This design comes from an exercise in tuning for small area, a short achievable clock period and few clock cycles per item on the open sky130 flow, not from production work.
The RTL was checked by simulation tests, not by an equivalence proof against the original design.

==> design/flow/design.v <==
package pca_pkg;
    localparam int CmdW   = 5;
    localparam int DivW   = 44;
    localparam int DvsW   = 32;
    localparam int ProdW  = 56;
    localparam int IdxW   = 8;
    typedef logic [CmdW-1:0] t_cmd;
    localparam t_cmd C_NOP    = 5'd0;
    localparam t_cmd C_LOAD   = 5'd1;
    localparam t_cmd C_CLEAR  = 5'd2;
    localparam t_cmd C_ZERO   = 5'd3;
    localparam t_cmd C_MUL_P  = 5'd4;
    localparam t_cmd C_MUL_ED = 5'd5;
    localparam t_cmd C_INTEG  = 5'd6;
    localparam t_cmd C_MUL_B  = 5'd7;
    localparam t_cmd C_DIV_B  = 5'd8;
    localparam t_cmd C_CLAMP  = 5'd9;
    localparam t_cmd C_MUL_I  = 5'd10;
    localparam t_cmd C_DIV_I  = 5'd11;
    localparam t_cmd C_GET_I  = 5'd12;
    localparam t_cmd C_MUL_D1 = 5'd13;
    localparam t_cmd C_MUL_D2 = 5'd14;
    localparam t_cmd C_DIV_D  = 5'd15;
    localparam t_cmd C_SUM    = 5'd16;
    localparam t_cmd C_PUSH   = 5'd17;
    typedef struct packed {
        logic op_clear;
        logic dt_zero;
        logic gain_i_zero;
        logic div_done;
        logic out_free;
    } t_stat;
    localparam logic [IdxW-1:0] REG_GAIN_P = 8'd0;
    localparam logic [IdxW-1:0] REG_GAIN_I = 8'd1;
    localparam logic [IdxW-1:0] REG_GAIN_D = 8'd2;
    localparam logic [IdxW-1:0] REG_LIMIT  = 8'd3;
    localparam logic [14:0] LIMIT_RESET = 15'd10240;
    localparam logic [20:0] MS_SCALE    = 21'd256000;
    localparam logic [20:0] MS_PER_S    = 21'd1000;
    localparam logic [30:0] RECIP_125   = 31'd1099511628;
    localparam logic signed [49:0] INTEG_MAX = 50'sd549755813887;
    localparam logic signed [49:0] INTEG_MIN = -50'sd549755813888;
endpackage
module pca_div (
    input  logic                        i_clk,
    input  logic                        i_rst_n,
    input  logic                        i_start,
    input  logic [pca_pkg::DivW-1:0]    i_dividend,
    input  logic [pca_pkg::DvsW-1:0]    i_divisor,
    output logic                        o_done,
    output logic [pca_pkg::DivW-1:0]    o_quotient
);
    logic [pca_pkg::DivW-1:0] r_quo;
    logic [pca_pkg::DvsW-1:0] r_rem;
    logic [pca_pkg::DvsW-1:0] r_dvs;
    logic [5:0]               r_cnt;
    logic                     r_busy;
    logic                     r_done;
    logic [pca_pkg::DvsW:0]   w_sh;
    logic [pca_pkg::DvsW+1:0] w_diff;
    assign w_sh   = {r_rem, r_quo[pca_pkg::DivW-1]};
    assign w_diff = {1'b0, w_sh} - {2'b00, r_dvs};
    always_ff @(posedge i_clk) begin
        if (!i_rst_n) begin
            r_busy <= 1'b0;
            r_done <= 1'b0;
            r_cnt  <= '0;
        end else begin
            r_done <= 1'b0;
            if (i_start) begin
                r_busy <= 1'b1;
                r_cnt  <= 6'(pca_pkg::DivW);
                r_rem  <= '0;
                r_quo  <= i_dividend;
                r_dvs  <= i_divisor;
            end else if (r_busy) begin
                if (!w_diff[pca_pkg::DvsW+1]) begin
                    r_rem <= w_diff[pca_pkg::DvsW-1:0];
                end else begin
                    r_rem <= w_sh[pca_pkg::DvsW-1:0];
                end
                r_quo <= {r_quo[pca_pkg::DivW-2:0], ~w_diff[pca_pkg::DvsW+1]};
                r_cnt <= r_cnt - 6'd1;
                if (r_cnt == 6'd1) begin
                    r_busy <= 1'b0;
                    r_done <= 1'b1;
                end
            end
        end
    end
    assign o_done     = r_done;
    assign o_quotient = r_quo;
endmodule
module pca_ctrl (
    input  logic               i_clk,
    input  logic               i_rst_n,
    input  logic               i_in_valid,
    input  pca_pkg::t_stat     i_stat,
    output logic               o_in_ready,
    output pca_pkg::t_cmd      o_cmd
);
    localparam logic [3:0] S_IDLE   = 4'd0;
    localparam logic [3:0] S_DECIDE = 4'd1;
    localparam logic [3:0] S_MED    = 4'd2;
    localparam logic [3:0] S_INTEG  = 4'd3;
    localparam logic [3:0] S_MB     = 4'd4;
    localparam logic [3:0] S_DB     = 4'd5;
    localparam logic [3:0] S_DBW    = 4'd6;
    localparam logic [3:0] S_MI     = 4'd7;
    localparam logic [3:0] S_DI     = 4'd8;
    localparam logic [3:0] S_DIW    = 4'd9;
    localparam logic [3:0] S_MD1    = 4'd10;
    localparam logic [3:0] S_MD2    = 4'd11;
    localparam logic [3:0] S_DD     = 4'd12;
    localparam logic [3:0] S_DDW    = 4'd13;
    localparam logic [3:0] S_OUT    = 4'd14;
    logic [3:0] r_state;
    logic [3:0] n_state;
    always_comb begin
        n_state = r_state;
        o_cmd   = pca_pkg::C_NOP;
        case (r_state)
            S_IDLE: begin
                if (i_in_valid) begin
                    o_cmd   = pca_pkg::C_LOAD;
                    n_state = S_DECIDE;
                end
            end
            S_DECIDE: begin
                if (i_stat.op_clear) begin
                    o_cmd   = pca_pkg::C_CLEAR;
                    n_state = S_OUT;
                end else if (i_stat.dt_zero) begin
                    o_cmd   = pca_pkg::C_ZERO;
                    n_state = S_OUT;
                end else begin
                    o_cmd   = pca_pkg::C_MUL_P;
                    n_state = S_MED;
                end
            end
            S_MED: begin
                o_cmd   = pca_pkg::C_MUL_ED;
                n_state = S_INTEG;
            end
            S_INTEG: begin
                o_cmd   = pca_pkg::C_INTEG;
                n_state = i_stat.gain_i_zero ? S_MD1 : S_MB;
            end
            S_MB: begin
                o_cmd   = pca_pkg::C_MUL_B;
                n_state = S_DB;
            end
            S_DB: begin
                o_cmd   = pca_pkg::C_DIV_B;
                n_state = S_DBW;
            end
            S_DBW: begin
                if (i_stat.div_done) begin
                    o_cmd   = pca_pkg::C_CLAMP;
                    n_state = S_MI;
                end
            end
            S_MI: begin
                o_cmd   = pca_pkg::C_MUL_I;
                n_state = S_DI;
            end
            S_DI: begin
                o_cmd   = pca_pkg::C_DIV_I;
                n_state = S_DIW;
            end
            S_DIW: begin
                o_cmd   = pca_pkg::C_GET_I;
                n_state = S_MD1;
            end
            S_MD1: begin
                o_cmd   = pca_pkg::C_MUL_D1;
                n_state = S_MD2;
            end
            S_MD2: begin
                o_cmd   = pca_pkg::C_MUL_D2;
                n_state = S_DD;
            end
            S_DD: begin
                o_cmd   = pca_pkg::C_DIV_D;
                n_state = S_DDW;
            end
            S_DDW: begin
                if (i_stat.div_done) begin
                    o_cmd   = pca_pkg::C_SUM;
                    n_state = S_OUT;
                end
            end
            S_OUT: begin
                if (i_stat.out_free) begin
                    o_cmd   = pca_pkg::C_PUSH;
                    n_state = S_IDLE;
                end
            end
            default: n_state = S_IDLE;
        endcase
    end
    always_ff @(posedge i_clk) begin
        if (!i_rst_n) begin
            r_state <= S_IDLE;
        end else begin
            r_state <= n_state;
        end
    end
    assign o_in_ready = (r_state == S_IDLE);
endmodule
module pca_dp (
    input  logic                       i_clk,
    input  logic                       i_rst_n,
    input  pca_pkg::t_cmd              i_cmd,
    output pca_pkg::t_stat             o_stat,
    input  logic                       i_cfg_valid,
    input  logic [pca_pkg::IdxW-1:0]   i_cfg_index,
    input  logic [15:0]                i_cfg_data,
    input  logic                       i_op,
    input  logic signed [15:0]         i_target,
    input  logic signed [15:0]         i_measured,
    input  logic [31:0]                i_time_ms,
    output logic                       o_out_valid,
    input  logic                       i_out_ready,
    output logic signed [15:0]         o_drive
);
    logic [15:0] r_gain_p, r_gain_i, r_gain_d;
    logic [14:0] r_limit;
    logic signed [16:0] r_last_err;
    logic signed [39:0] r_ei;
    logic [31:0]        r_last_time;
    logic               r_op;
    logic signed [16:0] r_err;
    logic [31:0]        r_now;
    logic [31:0]        r_dt;
    logic signed [33:0] r_p;
    logic signed [24:0] r_iterm;
    logic [23:0]        r_iq;
    logic               r_i_neg;
    logic               r_d_neg;
    logic signed [pca_pkg::ProdW-1:0] r_prod;
    logic signed [15:0] r_res;
    logic signed [15:0] r_out_drive;
    logic               r_out_valid;
    logic signed [34:0] w_ma;
    logic signed [20:0] w_mb;
    logic signed [pca_pkg::ProdW-1:0] w_prod;
    logic [39:0]        w_abs_ei;
    logic signed [17:0] w_diff;
    logic [pca_pkg::ProdW-1:0] w_abs_prod;
    logic [60:0]        w_recip;
    logic               w_div_start;
    logic [pca_pkg::DivW-1:0]  w_dividend;
    logic [pca_pkg::DvsW-1:0]  w_divisor;
    logic               w_div_done;
    logic [pca_pkg::DivW-1:0]  w_quo;
    logic signed [34:0] w_lim;
    logic               w_integ;
    logic signed [49:0] w_acc;
    logic signed [40:0] w_bound;
    logic signed [45:0] w_dterm;
    logic signed [45:0] w_sum;
    logic signed [23:0] w_clip;
    logic signed [23:0] w_adj;
    assign w_abs_ei   = r_ei[39] ? 40'(-r_ei) : r_ei;
    assign w_diff     = 18'(r_err) - 18'(r_last_err);
    assign w_abs_prod = r_prod[pca_pkg::ProdW-1] ? pca_pkg::ProdW'(-r_prod) : r_prod;
    always_comb begin
        w_ma = '0;
        w_mb = '0;
        case (i_cmd)
            pca_pkg::C_MUL_P: begin
                w_ma = {19'd0, r_gain_p};
                w_mb = 21'(r_err);
            end
            pca_pkg::C_MUL_ED: begin
                w_ma = {3'd0, r_dt};
                w_mb = 21'(r_err);
            end
            pca_pkg::C_MUL_B: begin
                w_ma = {20'd0, r_limit};
                w_mb = pca_pkg::MS_SCALE;
            end
            pca_pkg::C_MUL_I: begin
                w_ma = {2'd0, w_abs_ei[32:0]};
                w_mb = {5'd0, r_gain_i};
            end
            pca_pkg::C_MUL_D1: begin
                w_ma = 35'(w_diff);
                w_mb = {5'd0, r_gain_d};
            end
            pca_pkg::C_MUL_D2: begin
                w_ma = r_prod[34:0];
                w_mb = pca_pkg::MS_PER_S;
            end
            default: begin
                w_ma = '0;
                w_mb = '0;
            end
        endcase
    end
    assign w_prod = w_ma * w_mb;
    assign w_recip = {31'd0, r_prod[32:3]} * {30'd0, pca_pkg::RECIP_125};
    always_comb begin
        w_div_start = 1'b0;
        w_dividend  = r_prod[pca_pkg::DivW-1:0];
        w_divisor   = {16'd0, r_gain_i};
        case (i_cmd)
            pca_pkg::C_DIV_B: begin
                w_div_start = 1'b1;
            end
            pca_pkg::C_DIV_D: begin
                w_div_start = 1'b1;
                w_dividend  = w_abs_prod[pca_pkg::DivW-1:0];
                w_divisor   = r_dt;
            end
            default: w_div_start = 1'b0;
        endcase
    end
    pca_div u_div (
        .i_clk      (i_clk),
        .i_rst_n    (i_rst_n),
        .i_start    (w_div_start),
        .i_dividend (w_dividend),
        .i_divisor  (w_divisor),
        .o_done     (w_div_done),
        .o_quotient (w_quo)
    );
    assign w_lim   = {12'd0, r_limit, 8'd0};
    assign w_integ = (35'(r_p) < w_lim) && (35'(r_p) > -w_lim);
    assign w_acc   = 50'(r_ei) + r_prod[49:0];
    assign w_bound = {7'd0, w_quo[33:0]};
    assign w_dterm = r_d_neg ? -{2'b00, w_quo} : {2'b00, w_quo};
    assign w_sum   = 46'(r_p) + 46'(r_iterm) + w_dterm;
    always_comb begin
        if (w_sum > 46'(w_lim)) begin
            w_clip = w_lim[23:0];
        end else if (w_sum < -(46'(w_lim))) begin
            w_clip = 24'(-w_lim);
        end else begin
            w_clip = w_sum[23:0];
        end
    end
    assign w_adj = w_clip[23] ? w_clip + 24'sd255 : w_clip;
    always_ff @(posedge i_clk) begin
        if (!i_rst_n) begin
            r_gain_p    <= '0;
            r_gain_i    <= '0;
            r_gain_d    <= '0;
            r_limit     <= pca_pkg::LIMIT_RESET;
            r_last_err  <= '0;
            r_ei        <= '0;
            r_last_time <= '0;
            r_out_valid <= 1'b0;
        end else begin
            if (i_cfg_valid) begin
                case (i_cfg_index)
                    pca_pkg::REG_GAIN_P: r_gain_p <= i_cfg_data;
                    pca_pkg::REG_GAIN_I: r_gain_i <= i_cfg_data;
                    pca_pkg::REG_GAIN_D: r_gain_d <= i_cfg_data;
                    pca_pkg::REG_LIMIT:  r_limit  <= i_cfg_data[14:0];
                    default: ;
                endcase
            end
            if (i_cmd == pca_pkg::C_PUSH) begin
                r_out_valid <= 1'b1;
            end else if (r_out_valid && i_out_ready) begin
                r_out_valid <= 1'b0;
            end
            case (i_cmd)
                pca_pkg::C_LOAD: begin
                    r_op  <= i_op;
                    r_err <= 17'(i_target) - 17'(i_measured);
                    r_now <= i_time_ms;
                    r_dt  <= i_time_ms - r_last_time;
                end
                pca_pkg::C_CLEAR: begin
                    r_last_err  <= '0;
                    r_ei        <= '0;
                    r_last_time <= r_now;
                    r_res       <= '0;
                end
                pca_pkg::C_ZERO: r_res <= '0;
                pca_pkg::C_MUL_P, pca_pkg::C_MUL_B, pca_pkg::C_MUL_D1,
                pca_pkg::C_MUL_D2: r_prod <= w_prod;
                pca_pkg::C_MUL_ED: begin
                    r_p    <= r_prod[33:0];
                    r_prod <= w_prod;
                end
                pca_pkg::C_INTEG: begin
                    r_iterm <= '0;
                    if (w_integ) begin
                        if (w_acc > pca_pkg::INTEG_MAX) begin
                            r_ei <= pca_pkg::INTEG_MAX[39:0];
                        end else if (w_acc < pca_pkg::INTEG_MIN) begin
                            r_ei <= pca_pkg::INTEG_MIN[39:0];
                        end else begin
                            r_ei <= w_acc[39:0];
                        end
                    end
                end
                pca_pkg::C_CLAMP: begin
                    if (41'(r_ei) > w_bound) begin
                        r_ei <= w_bound[39:0];
                    end else if (41'(r_ei) < -w_bound) begin
                        r_ei <= 40'(-w_bound);
                    end
                end
                pca_pkg::C_MUL_I: begin
                    r_i_neg <= r_ei[39];
                    r_prod  <= w_prod;
                end
                pca_pkg::C_DIV_I: r_iq <= w_recip[60:37];
                pca_pkg::C_GET_I: begin
                    r_iterm <= r_i_neg ? -{1'b0, r_iq} : {1'b0, r_iq};
                end
                pca_pkg::C_DIV_D: r_d_neg <= r_prod[pca_pkg::ProdW-1];
                pca_pkg::C_SUM: begin
                    r_res       <= w_adj[23:8];
                    r_last_err  <= r_err;
                    r_last_time <= r_now;
                end
                pca_pkg::C_PUSH: begin
                    r_out_drive <= r_res;
                end
                default: ;
            endcase
        end
    end
    assign o_stat.op_clear    = r_op;
    assign o_stat.dt_zero     = (r_dt == 32'd0);
    assign o_stat.gain_i_zero = (r_gain_i == 16'd0);
    assign o_stat.div_done    = w_div_done;
    assign o_stat.out_free    = !r_out_valid || i_out_ready;
    assign o_out_valid = r_out_valid;
    assign o_drive     = r_out_drive;
endmodule
module pid_controller_anti_windup_unit (
    input  logic                      i_clk,
    input  logic                      i_rst_n,
    input  logic                      i_in_valid,
    output logic                      o_in_ready,
    input  logic                      i_op,
    input  logic signed [15:0]        i_target,
    input  logic signed [15:0]        i_measured,
    input  logic [31:0]               i_time_ms,
    output logic                      o_out_valid,
    input  logic                      i_out_ready,
    output logic signed [15:0]        o_drive,
    input  logic                      i_cfg_valid,
    output logic                      o_cfg_ready,
    input  logic [pca_pkg::IdxW-1:0]  i_cfg_index,
    input  logic [15:0]               i_cfg_data
);
    pca_pkg::t_cmd  w_cmd;
    pca_pkg::t_stat w_stat;
    assign o_cfg_ready = 1'b1;
    pca_ctrl u_ctrl (
        .i_clk      (i_clk),
        .i_rst_n    (i_rst_n),
        .i_in_valid (i_in_valid),
        .i_stat     (w_stat),
        .o_in_ready (o_in_ready),
        .o_cmd      (w_cmd)
    );
    pca_dp u_dp (
        .i_clk       (i_clk),
        .i_rst_n     (i_rst_n),
        .i_cmd       (w_cmd),
        .o_stat      (w_stat),
        .i_cfg_valid (i_cfg_valid),
        .i_cfg_index (i_cfg_index),
        .i_cfg_data  (i_cfg_data),
        .i_op        (i_op),
        .i_target    (i_target),
        .i_measured  (i_measured),
        .i_time_ms   (i_time_ms),
        .o_out_valid (o_out_valid),
        .i_out_ready (i_out_ready),
        .o_drive     (o_drive)
    );
endmodule
==> design/flow/run.sh <==
#!/bin/bash
# synth_recipe.tcl (not shown) runs the flow's synth.tcl, then flattens the netlist and writes it again
# the make line also repeats each setting of config.mk as NAME=value (left out here)
make -C /OpenROAD-flow-scripts/flow DESIGN_CONFIG=/design/flow/config.mk WORK_HOME=/design/flow/orfs CLKGATE_MAP_FILE= SYNTH_SCRIPT=/design/flow/synth_recipe.tcl finish
==> design/flow/config.mk <==
export PLATFORM = sky130hd
export DESIGN_NAME = pid_controller_anti_windup_unit
export DESIGN_NICKNAME = pid_controller_anti_windup_unit
export VERILOG_FILES = /design/flow/design.v
export SDC_FILE = /design/flow/constraint.sdc
export NUM_CORES = 4
export LEC_CHECK = 0
export CAP_MARGIN = 20
export CORE_MARGIN = 2
export CORE_UTILIZATION = 40
export SLEW_MARGIN = 20
==> design/flow/constraint.sdc <==
create_clock -name core_clock -period 12.0 [get_ports {i_clk}]
set_input_delay 2.4000 -clock core_clock [delete_from_list [all_inputs] [get_ports {i_clk}]]
set_output_delay 2.4000 -clock core_clock [all_outputs]
set_load 0.01 [all_outputs]
==> notes.md <==
flip-flops by register name, indices dropped and copies added (netlist names), 4 cells and up:
signal	cells
u_dp.r_gain_d	16
u_dp.r_iq	24
u_dp.u_div.r_dvs	32
u_dp.r_last_time	32
u_dp.r_iterm	25
u_dp.u_div.r_quo	44
u_dp.r_ei	40
u_dp.r_res	16
u_dp.u_div.r_rem	32
u_dp.r_dt	32
u_dp.r_p	34
u_dp.r_limit	15
u_dp.u_div.r_cnt	6
u_dp.r_prod	51
u_dp.r_gain_p	16
u_dp.r_now	32
u_dp.r_last_err	17
u_ctrl.r_state	4
u_dp.r_gain_i	16
u_dp.r_err	17
u_dp.r_out_drive	16
area by class of cell:
cell class	instances	area, µm²	area share
inverter	1724	6470	0.0734
timing repair buffer	494	4280	0.0486
sequential	523	14100	0.159
antenna	7	17.5	0.000199
clock buffer	67	1560	0.0177
tap	2640	3300	0.0375
multi-input combinational	6330	57700	0.655
clock inverter	48	752	0.00853
per-layer routing:
metal  global-route usage  routed length (µm)
met2                0.432              124000
met1                0.363              118000
met3               0.0346               17100
met4               0.0850                9930
met5                    0                 105
through the flow:
step | utilization | instances | setup TNS (ns) | instance area [µm²]
2_1_floorplan | - | 8897 | 0 | 79300
3_3_place_gp | 0.435 | 11700 | -0.377 | 85800
3_5_place_dp | 0.435 | 11700 | -0.786 | 85800
4_1_cts | 0.447 | 11800 | 0 | 88100
5_1_grt | 0.447 | 11800 | 0 | 88100
6_report | 0.447 | 11800 | 0 | 88100
cell usage after synthesis (20+ instances only):
master / number
or3_1: 54
a222oi_1: 20
a31oi_1: 41
nand3_1: 128
nor2_1: 465
o21a_1: 71
xor2_1: 111
nand2_1: 1008
nand2b_1: 73
nor4_1: 67
a211oi_1: 53
inv_1: 1720
nor3_1: 107
nor2b_1: 63
nand4_1: 63
o31ai_1: 47
fa_1: 1004
clkbuf_1: 292
edfxtp_1: 358
or4_1: 23
a21oi_1: 399
ha_1: 941
a211o_1: 23
dfxtp_1: 165
and3_1: 49
a21o_1: 151
xnor2_1: 338
o21ai_0: 307
o211ai_1: 28
o21bai_1: 35
a22oi_1: 34
mux2i_1: 65
and2_1: 105
a21boi_0: 133
cell families (layout without fill, tap and decap cells):
logic type	after synthesis	in the layout	share of synthesized area
and+or+nand+nor	2299	2299	0.134
buffers and inverters	2044	2333	0.0974
adders and majority gates	1945	1945	0.402
AOI/OAI and AO/OA	1541	1541	0.128
DFF	523	523	0.177
xor gates and xnor gates	449	449	0.0496
muxes	84	84	0.0109
other	2	19	0.0000948
worst min path at each step:
stage,start,end,slack [ns],cells after the start
floorplan,u_dp.r_res[0],u_dp.r_out_drive[0],0.40,0
global placement,u_dp.r_res[12],u_dp.r_out_drive[12],0.40,0
detailed placement,u_dp.r_res[9],u_dp.r_out_drive[9],0.40,0
CTS,u_dp.r_res[9],u_dp.r_out_drive[9],0.42,0
global route,u_dp.r_res[8],u_dp.r_out_drive[8],0.42,0
finish,u_dp.r_res[9],u_dp.r_out_drive[9],0.42,0
==> results.ini <==
[outcome]
status = complete, no violations

[drt]
post_drt_wl_per_cell_um = 22.8
drt_pass1_iterations = 8
detail_route.drc_violations = 0
ant_nets = 0
num_vias = 64100
drt-initial-drc-count = 5131
drt-total-wl_um = 270000
routed_via_density = 5.42

[final_layout]
drive_gt1_frac = 0.0656
final_cell_mix = inv_1 (1720), nand2_1 (1006), fa_1 (1004)
final_common_cell = inv_1
fin_nets = 11200
syn_to_final_growth_pct = 11.2
fillers = 19300

[critical_path]
cp.depth = 37
rr_startpoint = u_dp.r_err[0]
arrival_ns = 11.92
r2r_end = u_dp.r_prod[49]
r2r_slack_ns = 0.87
cp-start-kind = primary input
cp-startpoint = i_in_valid
cp-end-kind = flop
cp_top_family = adder cells
cp.required_ns = 12.41
reg2reg_depth = 40
crit_fanout = 14
worst-setup-path-type = in2reg
critPathMaxStageDelay_ns = 0.57
crit_buf_inv = 9
cp_slowest_cell = fa_1
timing.critical_path.mode_cell = fa_1
critical_path.endpoint = u_dp.r_prod[49]

[global_routing]
track_usage = 0.265
grt_max_degree = 92
first_global_vias = 65100
grt_overflow = 0
grt_pass1_wl_um = 408000
antenna_found_initial = 22

[floorplan]
die_x_um = 449
pin_count = 113
std_cell_rows = 163
coreArea_mm2 = 0.197
dieArea_mm2 = 0.202
die_h_um = 449
initial_core_util = 0.402

[synthesis]
synth-seq-cells = 523
ys_types = 111
ys_async_sr_fraction = 0
synth_top_area_frac = 0.254
synth.yosys.warnings = 3
synth_cells = 8887
synth-seq-area-share = 0.177
ys.flop_type = edfxtp_1
synthesis.area_mm2 = 0.0793
synth_edf_count = 358
synth_area_per_cell_um2 = 8.92
ys_top_cells_by_area = fa_1 (25%), ha_1 (15%), edfxtp_1 (14%), inv_1 (8.1%), nand2_1 (4.8%)
synth_top_area_cell = fa_1

[clock_network]
clk_latency_ns = 0.71
cts_buffers = 61
cts_max_level = 2
postCtsHoldBufs = 0
ctsResizeCount = 0
cts_tree = built
cts_setup_buffers = 0
cts_sinks = 523
cts_root_buffer = clkbuf_16
cts_buffer_depth = 3
clk_pin_slew_ns = 0.06

[hold_path]
hold_path_class = reg2reg

[placement]
post-place-ws_ns = -0.230
io_buffers = 111
place_congestion = 0.972
post-dp-hpwl_um = 226000

[job]
cap_viol_max_count = 0

[timing]
timing.final.hold_violations = 0
finalSetupViolCount = 0
fin_skew_ns = 0.0575
period_share = 0.960
finalMaxSlewViolations = 0
whs_ns = 0.418
rsz0062_at_grt = no
fin_crit_ns = 11.52
fmax_mhz = 86.8
slew_headroom = 0.145
tightestPinTransition_ns = 1.27
worst_slack_ns = 0.485

Testbench counts, summed over its fixed seeds: cycles 133,512, items 1,464.

==> separate check: timing with driven ports <==
The flow's constraints put no driver on any port. The routed layout listed below was extracted and timed again, unchanged, in two steps. Step 1: set_driving_cell puts a clkbuf_16 on i_clk and a buf_2 on each other input, an assumption about the parent block. Step 2 also shifts input and output timing later by t, the mid clock arrival at the registers, as if the neighbouring blocks saw the same clock. a / b / c = ideal ports / drivers / drivers and shift; a / b = the first two.
t, ns: 0.758
setup slack, ns: 0.485 / 0.485 / -0.273
worst hold slack (ns): 0.418 / 0.418 / 0.418
latest minus earliest clock arrival (ns): 0.058 / 0.058
worst slew at a driven data input, ns: 0.10
With both steps, setup timing fails in this run, where it was met with ideal ports. For this run, drivers alone change the setup slack by 0.000 ns; drivers and shift together by -0.758 ns.
